Source: an optimization exercise on an open RTL-to-GDS flow (aim: small area and a short achievable clock period). Production flows keep margins and buffers that such runs may drop. In this exercise RTL edits were held to simulation tests only and were not proved equivalent to the original. Power is estimated from default activity; no workload was simulated.

`design/flow/flow/run.sh`:
```
#!/bin/bash
# The standard layout (standard.sh) with these changes:
# - synthesis maps the logic with an area-oriented ABC script (flow/abc_area.script,
#   used in place of ORFS's abc_speed.script); the flops and their names are the
#   standard synthesis's, as only the combinational logic goes through ABC;
# - the ports get plain buf_1 buffers instead of the delay cell buffer_ports picks;
# - clock tree synthesis without dummy loads and with larger sink clusters.
# Each step's full output is in the logs under orfs/logs and in *.log here.
set -euo pipefail
here=$(pwd)
rm -rf "$here/abc_scripts"
cp -r "$FLOW_HOME/scripts" "$here/abc_scripts"
cp "$here/flow/abc_area.script" "$here/abc_scripts/abc_speed.script"
export BUFFER_PORTS_ARGS="-buffer_cell sky130_fd_sc_hd__buf_1"
export CTS_ARGS="-sink_clustering_enable -repair_clock_nets -dont_use_dummy_load -buf_list {sky130_fd_sc_hd__clkbuf_8 sky130_fd_sc_hd__clkbuf_16} -sink_clustering_size 36 -sink_clustering_max_diameter 70"
export SETUP_SLACK_MARGIN=66.8
export SETUP_MOVE_SEQUENCE="sizeup,swap"
SCRIPTS_DIR="$here/abc_scripts" bash standard.sh synth > synth.log 2>&1
bash standard.sh > standard.log 2>&1
```
`design/flow/flow/abc_area.script`:
```
&get -n
&st
&deepsyn -T 60
&dch -f
&nf -R 1000 -p -F 8 -A 4 -a
&st
&deepsyn -T 60
&dch -f
&nf -R 1000 -p -F 8 -A 4 -a
&put
buffer -c
topo
stime -c
upsize -c
dnsize -c
```
`design/flow/standard.sh`:
```
#!/bin/bash
# synth_recipe.tcl (not shown) runs the flow's synth.tcl, then flattens the netlist and writes it again
# the make line also repeats each setting of config.mk as NAME=value (left out here)
make -C /OpenROAD-flow-scripts/flow DESIGN_CONFIG=/design/flow/config.mk WORK_HOME=/design/flow/orfs CLKGATE_MAP_FILE= SYNTH_SCRIPT=/design/flow/synth_recipe.tcl "${@:-finish}"
```
`design/flow/config.mk`:
```
export PLATFORM = sky130hd
export DESIGN_NAME = default_peripheral_system
export DESIGN_NICKNAME = default_peripheral_system
export VERILOG_FILES = /design/flow/design.v
export SDC_FILE = /design/flow/constraint.sdc
export NUM_CORES = 4
export LEC_CHECK = 0
export CAP_MARGIN = 20
export CORE_MARGIN = 2
export CORE_UTILIZATION = 65
export PLACE_DENSITY = 0.75
export SLEW_MARGIN = 20
```
`design/flow/constraint.sdc`:
```
create_clock -name core_clock -period 85.0 [get_ports {clock}]
set_input_delay 17.0000 -clock core_clock [delete_from_list [all_inputs] [get_ports {clock}]]
set_output_delay 17.0000 -clock core_clock [all_outputs]
set_load 0.01 [all_outputs]
```
`design/flow/design.v`:
```
package dps_pkg;
	localparam int IRQ_NUM_TIMER  = 36;
	localparam int IRQ_NUM_SCI_RX = 37;
	localparam logic [1:0] OFF_0 = 2'd0;
	localparam logic [1:0] OFF_4 = 2'd1;
	localparam logic [1:0] OFF_8 = 2'd2;
	localparam logic [1:0] OFF_C = 2'd3;
endpackage
module dps_bus_ctrl (
	input  logic        clock,
	input  logic        rst,
	input  logic        req,
	input  logic        rw,
	input  logic [31:0] addr,
	input  logic [31:0] wdata,
	output logic        busy,
	output logic        valid,
	output logic [31:0] rdata,
	output logic        timer_wr,
	output logic        sci_wr,
	output logic        sci_rd,
	output logic [1:0]  offset,
	output logic [31:0] wdata_q,
	input  logic [31:0] timer_rdata,
	input  logic [31:0] sci_rdata
);
	logic        idle;
	logic        first;
	logic        rw_q;
	logic        read_q;
	logic        low_q;
	logic        a8_q;
	logic        timer_q;
	logic        sci_q;
	logic [31:0] data_q;
	logic [31:0] rd;
	assign timer_q = low_q && !a8_q;
	assign sci_q   = low_q && a8_q;
	assign rd      = (timer_q ? timer_rdata : 32'd0) | (sci_q ? sci_rdata : 32'd0);
	always_ff @(posedge clock) begin
		if (rst) begin
			busy    <= 1'b0;
			idle    <= 1'b1;
			read_q  <= 1'b0;
			valid   <= 1'b0;
		end else begin
			busy    <= idle ? req : first;
			idle    <= idle ? !req : !first;
			read_q  <= !idle && first && !rw_q;
			valid   <= read_q;
		end
		first <= idle;
	end
	always_ff @(posedge clock) begin
		rw_q   <= rw;
		offset <= addr[3:2];
		low_q  <= (addr[31:9] == 23'd0) && (addr[1:0] == 2'd0);
		a8_q   <= addr[8];
	end
	always_ff @(posedge clock) begin
		if (idle) begin
			data_q <= wdata;
		end else if (first) begin
			data_q <= rd;
		end
	end
	assign timer_wr = !idle && first && timer_q && rw_q;
	assign sci_wr   = !idle && first && sci_q && rw_q;
	assign sci_rd   = !idle && first && sci_q && !rw_q;
	assign wdata_q  = data_q;
	assign rdata    = data_q;
endmodule
module dps_timer (
	input  logic        clock,
	input  logic        rst,
	input  logic        rst_q,
	input  logic        wr,
	input  logic [1:0]  offset,
	input  logic [31:0] wdata,
	output logic [31:0] rdata,
	output logic        match
);
	logic        run;
	logic [31:0] count;
	logic [31:0] cmp;
	logic [1:0]  mode;
	logic        hit;
	logic        start;
	assign hit   = run && (count == cmp);
	assign start = wr && (offset == dps_pkg::OFF_0) && wdata[0];
	always_ff @(posedge clock) begin
		if (rst) begin
			run   <= 1'b0;
			match <= 1'b0;
		end else begin
			match <= hit && mode[0];
			if (wr && offset == dps_pkg::OFF_0) begin
				run <= wdata[0];
			end else if (hit && !mode[1]) begin
				run <= 1'b0;
			end
		end
	end
	always_ff @(posedge clock) begin
		if (rst_q) begin
			count <= '0;
			mode  <= '0;
			cmp   <= '0;
		end else begin
			if (start || (hit && mode[1])) begin
				count <= '0;
			end else if (run && !hit) begin
				count <= count + 32'd1;
			end
			if (wr && offset == dps_pkg::OFF_8) begin
				cmp <= wdata;
			end
			if (wr && offset == dps_pkg::OFF_C) begin
				mode <= wdata[1:0];
			end
		end
	end
	always_comb begin
		case (offset)
			dps_pkg::OFF_0: rdata = {31'b0, run};
			dps_pkg::OFF_4: rdata = count;
			dps_pkg::OFF_8: rdata = cmp;
			default:        rdata = {30'b0, mode};
		endcase
	end
endmodule
module dps_sci (
	input  logic        clock,
	input  logic        rst,
	input  logic        rst_q,
	input  logic        rxd,
	input  logic        wr,
	input  logic        rd,
	input  logic [1:0]  offset,
	input  logic [31:0] wdata,
	output logic [31:0] rdata,
	output logic        txd,
	output logic        rx_event
);
	logic [31:0] cfg;
	logic [9:0]  tx_sr;
	logic [3:0]  tx_cnt;
	logic        tx_busy;
	logic        rxd_meta;
	logic        rxd_sync;
	logic        rx_act;
	logic        rx_dat;
	logic [8:0]  rx_sr;
	logic [3:0]  rx_cnt;
	logic [7:0]  rx_data;
	logic        rx_full;
	logic        rx_tick;
	logic        rx_take;
	logic [9:0]  tx_sr_next;
	assign tx_busy = |tx_sr;
	always_ff @(posedge clock) begin
		if (rst) begin
			cfg[0] <= 1'b0;
		end else if (wr && offset == dps_pkg::OFF_8) begin
			cfg[0] <= wdata[0];
		end
		if (rst_q) begin
			cfg[31:1] <= '0;
		end else if (wr && offset == dps_pkg::OFF_8) begin
			cfg[31:1] <= wdata[31:1];
		end
	end
	always_comb begin
		if (wr && offset == dps_pkg::OFF_0 && cfg[0] && !tx_busy) begin
			tx_sr_next = {1'b1, wdata[7:0], 1'b0};
		end else if (&tx_cnt) begin
			tx_sr_next = {1'b0, tx_sr[9:1]};
		end else begin
			tx_sr_next = tx_sr;
		end
	end
	always_ff @(posedge clock) begin
		if (rst) begin
			tx_sr <= '0;
			txd   <= 1'b1;
		end else begin
			tx_sr <= tx_sr_next;
			txd   <= tx_sr_next[0] || !(|tx_sr_next);
		end
		tx_cnt <= tx_busy ? tx_cnt + 4'd1 : 4'd0;
	end
	always_ff @(posedge clock) begin
		rxd_meta <= rxd;
		rxd_sync <= rxd_meta;
	end
	assign rx_tick = &rx_cnt;
	assign rx_take = rx_act && rx_dat && rx_sr[0] && rx_tick;
	always_ff @(posedge clock) begin
		rx_cnt <= rx_act ? rx_cnt + 4'd1 : 4'd8;
		if (!rx_act) begin
			rx_dat <= 1'b0;
		end else if (rx_tick) begin
			if (!rx_dat) begin
				rx_dat <= 1'b1;
				rx_sr  <= 9'h100;
			end else if (!rx_sr[0]) begin
				rx_sr <= {rxd_sync, rx_sr[8:1]};
			end
		end
		if (rst) begin
			rx_act   <= 1'b0;
			rx_event <= 1'b0;
		end else begin
			if (!rx_act) begin
				rx_act <= cfg[0] && !rxd_sync;
			end else if (rx_tick && (rx_dat ? rx_sr[0] : rxd_sync)) begin
				rx_act <= 1'b0;
			end
			rx_event <= rx_take && cfg[1];
		end
		if (rst_q) begin
			rx_full <= 1'b0;
			rx_data <= '0;
		end else begin
			if (rx_take) begin
				rx_full <= 1'b1;
				rx_data <= rx_sr[8:1];
			end else if (rd && offset == dps_pkg::OFF_4) begin
				rx_full <= 1'b0;
			end
		end
	end
	always_comb begin
		case (offset)
			dps_pkg::OFF_4: rdata = {24'b0, rx_data};
			dps_pkg::OFF_8: rdata = cfg;
			dps_pkg::OFF_C: rdata = {30'b0, rx_full, tx_busy};
			default:        rdata = '0;
		endcase
	end
endmodule
module dps_irq_ctrl (
	input  logic        clock,
	input  logic        rst,
	input  logic        rst_q,
	input  logic        cfg_req,
	input  logic [5:0]  cfg_entry,
	input  logic        cfg_valid,
	input  logic        cfg_mask,
	input  logic [1:0]  cfg_level,
	input  logic [63:0] events,
	input  logic        ack,
	output logic        irq_req,
	output logic [5:0]  irq_num
);
	logic [63:0] enabled;
	logic [63:0] lvl1;
	logic [63:0] lvl0;
	logic [63:0] pending;
	logic [63:0] cand;
	logic [63:0] top1;
	logic [63:0] sel;
	logic        max1;
	logic        max0;
	logic        found;
	logic [5:0]  best_num;
	logic [7:0]  wsel_hi;
	logic [7:0]  wsel_lo;
	logic        ent_valid;
	assign ent_valid = cfg_valid && cfg_mask && !rst;
	always_comb begin
		for (int j = 0; j < 8; j++) begin
			wsel_hi[j] = rst || (cfg_req && cfg_entry[5:3] == 3'(j));
			wsel_lo[j] = rst || (cfg_entry[2:0] == 3'(j));
		end
	end
	always_ff @(posedge clock) begin
		for (int i = 0; i < 64; i++) begin
			if (wsel_hi[i / 8] && wsel_lo[i % 8]) begin
				enabled[i] <= ent_valid;
				lvl1[i]    <= cfg_level[1] && ent_valid;
				lvl0[i]    <= cfg_level[0] && ent_valid;
			end
		end
	end
	assign cand  = pending & enabled;
	assign found = |cand;
	assign max1  = |(pending & lvl1);
	assign top1  = max1 ? (pending & lvl1) : cand;
	assign max0  = |(top1 & lvl0);
	assign sel   = top1 & (lvl0 | {64{!max0}});
	dps_prio_enc #(.W(6)) enc_i (
		.in  (sel),
		.any (),
		.idx (best_num)
	);
	logic [7:0]  kill_hi;
	logic [7:0]  kill_lo;
	always_comb begin
		for (int j = 0; j < 8; j++) begin
			kill_hi[j] = rst_q || (irq_req && ack && irq_num[5:3] == 3'(j));
			kill_lo[j] = rst_q || (irq_num[2:0] == 3'(j));
		end
	end
	always_ff @(posedge clock) begin
		for (int i = 0; i < 64; i++) begin
			pending[i] <= (pending[i] && !(kill_hi[i / 8] && kill_lo[i % 8])) || events[i];
		end
		if (rst) begin
			irq_req <= 1'b0;
		end else begin
			irq_req <= irq_req ? !ack : found;
		end
		if (!irq_req) begin
			irq_num <= best_num;
		end
	end
endmodule
module dps_prio_enc #(
	parameter int W = 6
) (
	input  logic [(1<<W)-1:0] in,
	output logic              any,
	output logic [W-1:0]      idx
);
	generate
		if (W == 1) begin : g_leaf
			assign any = in[0] | in[1];
			assign idx = !in[0];
		end else begin : g_node
			logic            any_lo;
			logic            any_hi;
			logic [W-2:0]    idx_lo;
			logic [W-2:0]    idx_hi;
			dps_prio_enc #(.W(W-1)) lo_i (
				.in  (in[(1<<(W-1))-1:0]),
				.any (any_lo),
				.idx (idx_lo)
			);
			dps_prio_enc #(.W(W-1)) hi_i (
				.in  (in[(1<<W)-1:(1<<(W-1))]),
				.any (any_hi),
				.idx (idx_hi)
			);
			assign any = any_lo | any_hi;
			assign idx = any_lo ? {1'b0, idx_lo} : {1'b1, idx_hi};
		end
	endgenerate
endmodule
module default_peripheral_system (
	input  logic        clock,
	input  logic        rst,
	input  logic        irq_cfg_req,
	input  logic [5:0]  irq_cfg_entry,
	input  logic        irq_cfg_valid,
	input  logic        irq_cfg_mask,
	input  logic [1:0]  irq_cfg_level,
	input  logic        req,
	input  logic        rw,
	input  logic [31:0] addr,
	input  logic [31:0] wdata,
	output logic        busy,
	output logic        valid,
	output logic [31:0] rdata,
	output logic        irq_req,
	output logic [5:0]  irq_num,
	input  logic        irq_ack,
	input  logic [63:0] irq_src,
	output logic        sci_txd,
	input  logic        sci_rxd
);
	logic        timer_match;
	logic        sci_rx_event;
	logic [63:0] irq_events;
	logic        rst_q;
	logic        timer_wr;
	logic        sci_wr;
	logic        sci_rd;
	logic [1:0]  offset;
	logic [31:0] wdata_q;
	logic [31:0] timer_rdata;
	logic [31:0] sci_rdata;
	always_comb begin
		irq_events                          = irq_src;
		irq_events[dps_pkg::IRQ_NUM_TIMER]  = irq_src[dps_pkg::IRQ_NUM_TIMER] | timer_match;
		irq_events[dps_pkg::IRQ_NUM_SCI_RX] = irq_src[dps_pkg::IRQ_NUM_SCI_RX] | sci_rx_event;
	end
	always_ff @(posedge clock) begin
		rst_q <= rst;
	end
	dps_bus_ctrl bus_ctrl_i (
		.clock       (clock),
		.rst         (rst),
		.req         (req),
		.rw          (rw),
		.addr        (addr),
		.wdata       (wdata),
		.busy        (busy),
		.valid       (valid),
		.rdata       (rdata),
		.timer_wr    (timer_wr),
		.sci_wr      (sci_wr),
		.sci_rd      (sci_rd),
		.offset      (offset),
		.wdata_q     (wdata_q),
		.timer_rdata (timer_rdata),
		.sci_rdata   (sci_rdata)
	);
	dps_timer timer_i (
		.rst_q    (rst_q),
		.clock  (clock),
		.rst    (rst),
		.wr     (timer_wr),
		.offset (offset),
		.wdata  (wdata_q),
		.rdata  (timer_rdata),
		.match  (timer_match)
	);
	dps_sci sci_i (
		.rst_q    (rst_q),
		.clock    (clock),
		.rst      (rst),
		.rxd      (sci_rxd),
		.wr       (sci_wr),
		.rd       (sci_rd),
		.offset   (offset),
		.wdata    (wdata_q),
		.rdata    (sci_rdata),
		.txd      (sci_txd),
		.rx_event (sci_rx_event)
	);
	dps_irq_ctrl irq_ctrl_i (
		.rst_q    (rst_q),
		.clock     (clock),
		.rst       (rst),
		.cfg_req   (irq_cfg_req),
		.cfg_entry (irq_cfg_entry),
		.cfg_valid (irq_cfg_valid),
		.cfg_mask  (irq_cfg_mask),
		.cfg_level (irq_cfg_level),
		.events    (irq_events),
		.ack       (irq_ack),
		.irq_req   (irq_req),
		.irq_num   (irq_num)
	);
endmodule
```
==> flow_summary.json <==
{
  "drive_gt1_share_pct": 6.09,
  "antenna_found_initial": 1,
  "ioPinCount": 187,
  "cp_num_buf_inv": 1,
  "outcome": "timing/DRC/antenna clean",
  "dieArea_um2": 29400,
  "yosys-top-cells-count": "315 x nand2_1, 239 x edfxtp_1, 209 x dfxtp_1, 104 x nor2_1, 102 x o21ai_0",
  "p_per_area_nw_per_um2": 21.0,
  "fillerInstances": 2015,
  "placed_cell_area_um2": 19500,
  "grt_pass1_wl_mm": 80.6,
  "core_area_um2": 27700,
  "gp_congestion": 0.986,
  "crit_slowest_cell": "edfxtp_1",
  "layout.nets": 2007,
  "clkSlewWorstSetupHoldPaths_ns": 0.12,
  "via_count": 14700,
  "ff_latch_area_um2": 11400,
  "rsz0062_at_grt": "yes",
  "cts-root-buf": "clkbuf_16",
  "relSlewSlack_pct": 22.7,
  "synth_edf_count": 239,
  "wire_per_inst_um": 24.7,
  "synthArstFlopShare_pct": 0,
  "synth_most_common_cell": "nand2_1",
  "irDropWorstVdd_uv": 22.8,
  "startpoint_type": "flip-flop",
  "cap_violations": 0,
  "cts_sinks": 448,
  "rows": 61,
  "grt_pass1_vias": 13800,
  "p_leak_nw": 7.43,
  "die_w_um": 172,
  "cts_buffers": 22,
  "drtAntennaViolNets": 0,
  "path_max_fanout": 5,
  "cpLargestDelayFamily": "flip-flops",
  "clock_latency_ns": 0.56,
  "avgSynthCellArea_um2": 10.9,
  "finClkSkew_ns": 0.0549,
  "clockBufferDepth": 3,
  "grt_max_degree": 67,
  "min_period_ns": 18.28,
  "worstPathArrival_ns": 1.28,
  "hold_violations": 0,
  "final_area_um2": 20200,
  "tightest_slew_ns": 1.14,
  "synth_warnings": 5,
  "seq_area_frac_synth_pct": 62.3,
  "slew_violations": 0,
  "dp_hpwl_mm": 39.4,
  "synth_seq_cells": 448,
  "synth_top_area_share_pct": 39.4,
  "synth_largest_area_cell": "edfxtp_1",
  "fin_tns_setup_ns": 0,
  "setup_viol": 0,
  "start_util_pct": 65.8,
  "dr.pass1.iters": 9,
  "portBuffers": 182,
  "slowest_delay_ns": 0.54,
  "synthTopCellsByArea": "edfxtp_1 39%, dfxtp_1 23%, nand2_1 6.5%, a22o_1 3.7%, o21ai_0 2.8%",
  "multiInputGateArea_um2": 6660,
  "synthesis.nets": 1823,
  "synth_flop_cell": "edfxtp_1",
  "grt_use_total_pct": 37.2,
  "grt-ovfl-total": 0,
  "critical_path_class": "flip-flop to primary output",
  "fmax_mhz": 54.7,
  "postCtsSetupBuffers": 0,
  "wl_mm": 55.3,
  "h-tree-depth": 1,
  "die_h_um": 172,
  "cts_tree": "yes",
  "netlist_instances": 1675,
  "synth.distinct_cells": 66,
  "cp_cell_sequence": "buf_1",
  "drc_errors": 0,
  "via_per_inst": 6.58,
  "holdBufCountCts": 0,
  "drt_iter0_drc": 2123,
  "critPathRequiredTime_ns": 68.00,
  "fin_crit_sh_pct": 21.5,
  "min_path_type": "flip-flop to flip-flop",
  "netlist_area_um2": 18200,
  "area_growth_syn_to_layout_pct": 10.5,
  "end_kind": "primary output"
}
==> power by group <==
group	internal (mW)	leakage, nW	switching [mW]
clock	0.0464	0.271	0.0633
sequential	0.244	3.83	0.0107
combinational	0.0188	3.33	0.0391
total	0.309	7.43	0.113
==> metal layers <==
layer	vias up	routed length [um]	global-route usage, %
li1	6637	-	-
met1	7091	20500	47.3
met2	840	27100	63.6
met3	139	4930	5.36
met4	0	2830	16.5
met5	-	0	0
==> placed cells by master (no fill, tap or decap), types with 15 or more instances in the layout <==
master,instances
a21oi_1,54
nand2_1,315
nand4_1,38
a22oi_1,23
and3_4,19
clkbuf_16,22
a21o_1,64
nor4_1,15
a222oi_1,44
inv_1,49
buf_1,175
a22o_1,77
o21ai_0,102
buf_4,23
nor2_1,98
and2_1,16
nor2b_1,15
nand3_1,26
dfxtp_1,209
nor3_1,39
edfxtp_1,239
o21ai_1,31
==> metrics by stage <==
stage	worst slack, ns	util (%)	hold WS (ns)	power, mW	std cells
6_report	66.72	72.7	0.342	0.422	2236
5_1_grt	66.68	72.7	0.350	0.435	2235
4_1_cts	66.72	72.5	0.345	0.421	2235
3_5_place_dp	65.81	70.4	0.316	0.315	2213
3_3_place_gp	65.86	70.3	0.311	0.312	2213
2_1_floorplan	66.40	-	0.310	0.290	1675
==> layout make-up <==
type                            count  share of cell area, %
Timing Repair Buffer              207                   4.55
Multi-Input combinational cell   1131                   33.1
Clock buffer                       22                   2.73
Tap cell                          378                   2.35
Sequential cell                   448                   56.4
Inverter                           49                  0.913
Antenna cell                        1                 0.0124
==> path summary, 6_finish.rpt <==
kind	slack, ns	endpoint	depth (start not counted)	startpoint
worst max-delay path	66.72	rdata[1]	1	bus_ctrl_i.data_q[1]
worst min-delay path	0.34	sci_i.rxd_sync	0	sci_i.rxd_meta
worst max register to register	77.97	irq_ctrl_i.irq_num[0]	27	irq_ctrl_i.pending[19]
worst min register to register	0.34	sci_i.rxd_sync	0	sci_i.rxd_meta
==> sequential cells by signal, summed over array words and instances, names as in the netlist, 4 cells and up <==
signal,cells
irq_ctrl_i.enabled,64
irq_ctrl_i.lvl0,64
irq_ctrl_i.lvl1,64
irq_ctrl_i.pending,64
bus_ctrl_i.data_q,32
sci_i.cfg,32
timer_i.cmp,32
timer_i.count,32
sci_i.tx_sr,10
sci_i.rx_sr,9
sci_i.rx_data,8
irq_ctrl_i.irq_num,6
sci_i.rx_cnt,4
sci_i.tx_cnt,4
==> what timing repair did <==
item / CTS / global route
pin swaps: 1 / 0
gates resized for setup: 10 / 12
endpoints found under the setup margin: 138 / 194
==> cell families (layout without fill, tap and decap cells) <==
| logic type | count (synthesis) | in the layout | share of synthesized area [%] |
|---|---|---|---|
| buffers and inverters | 96 | 278 | 2.04 |
| XOR/XNOR | 13 | 13 | 0.624 |
| AO/OA/AOI/OAI | 481 | 481 | 18.4 |
| flip-flops | 448 | 448 | 62.3 |
| adder cells (fa/ha/maj) | 3 | 3 | 0.206 |
| AND/OR/NAND/NOR | 632 | 632 | 16.4 |
| multiplexers | 2 | 2 | 0.110 |
| other | 0 | 1 | 0 |

==> static timing again, ports no longer ideal <==
The results above use ideal ports. As a check the final layout listed here was re-extracted and re-timed, cells and wires unchanged. Step 1 assumes that a clkbuf_16 drives the clock port and a buf_2 every other input. Step 2 times the ports against the registers' clock, not the clock port: input delays grow and output delays shrink by t, the midpoint of the rising clock arrivals with the driver on. Three values: no drivers, after step 1, after step 2; two values: the first two.
t (ns): 0.591
setup WS [ns]: 66.719 / 66.666 / 66.168
worst setup path after step 2: input to register
After both steps this run still meets setup and hold. For this run, drivers alone change the setup slack by -0.053 ns; drivers and shift together by -0.551 ns.
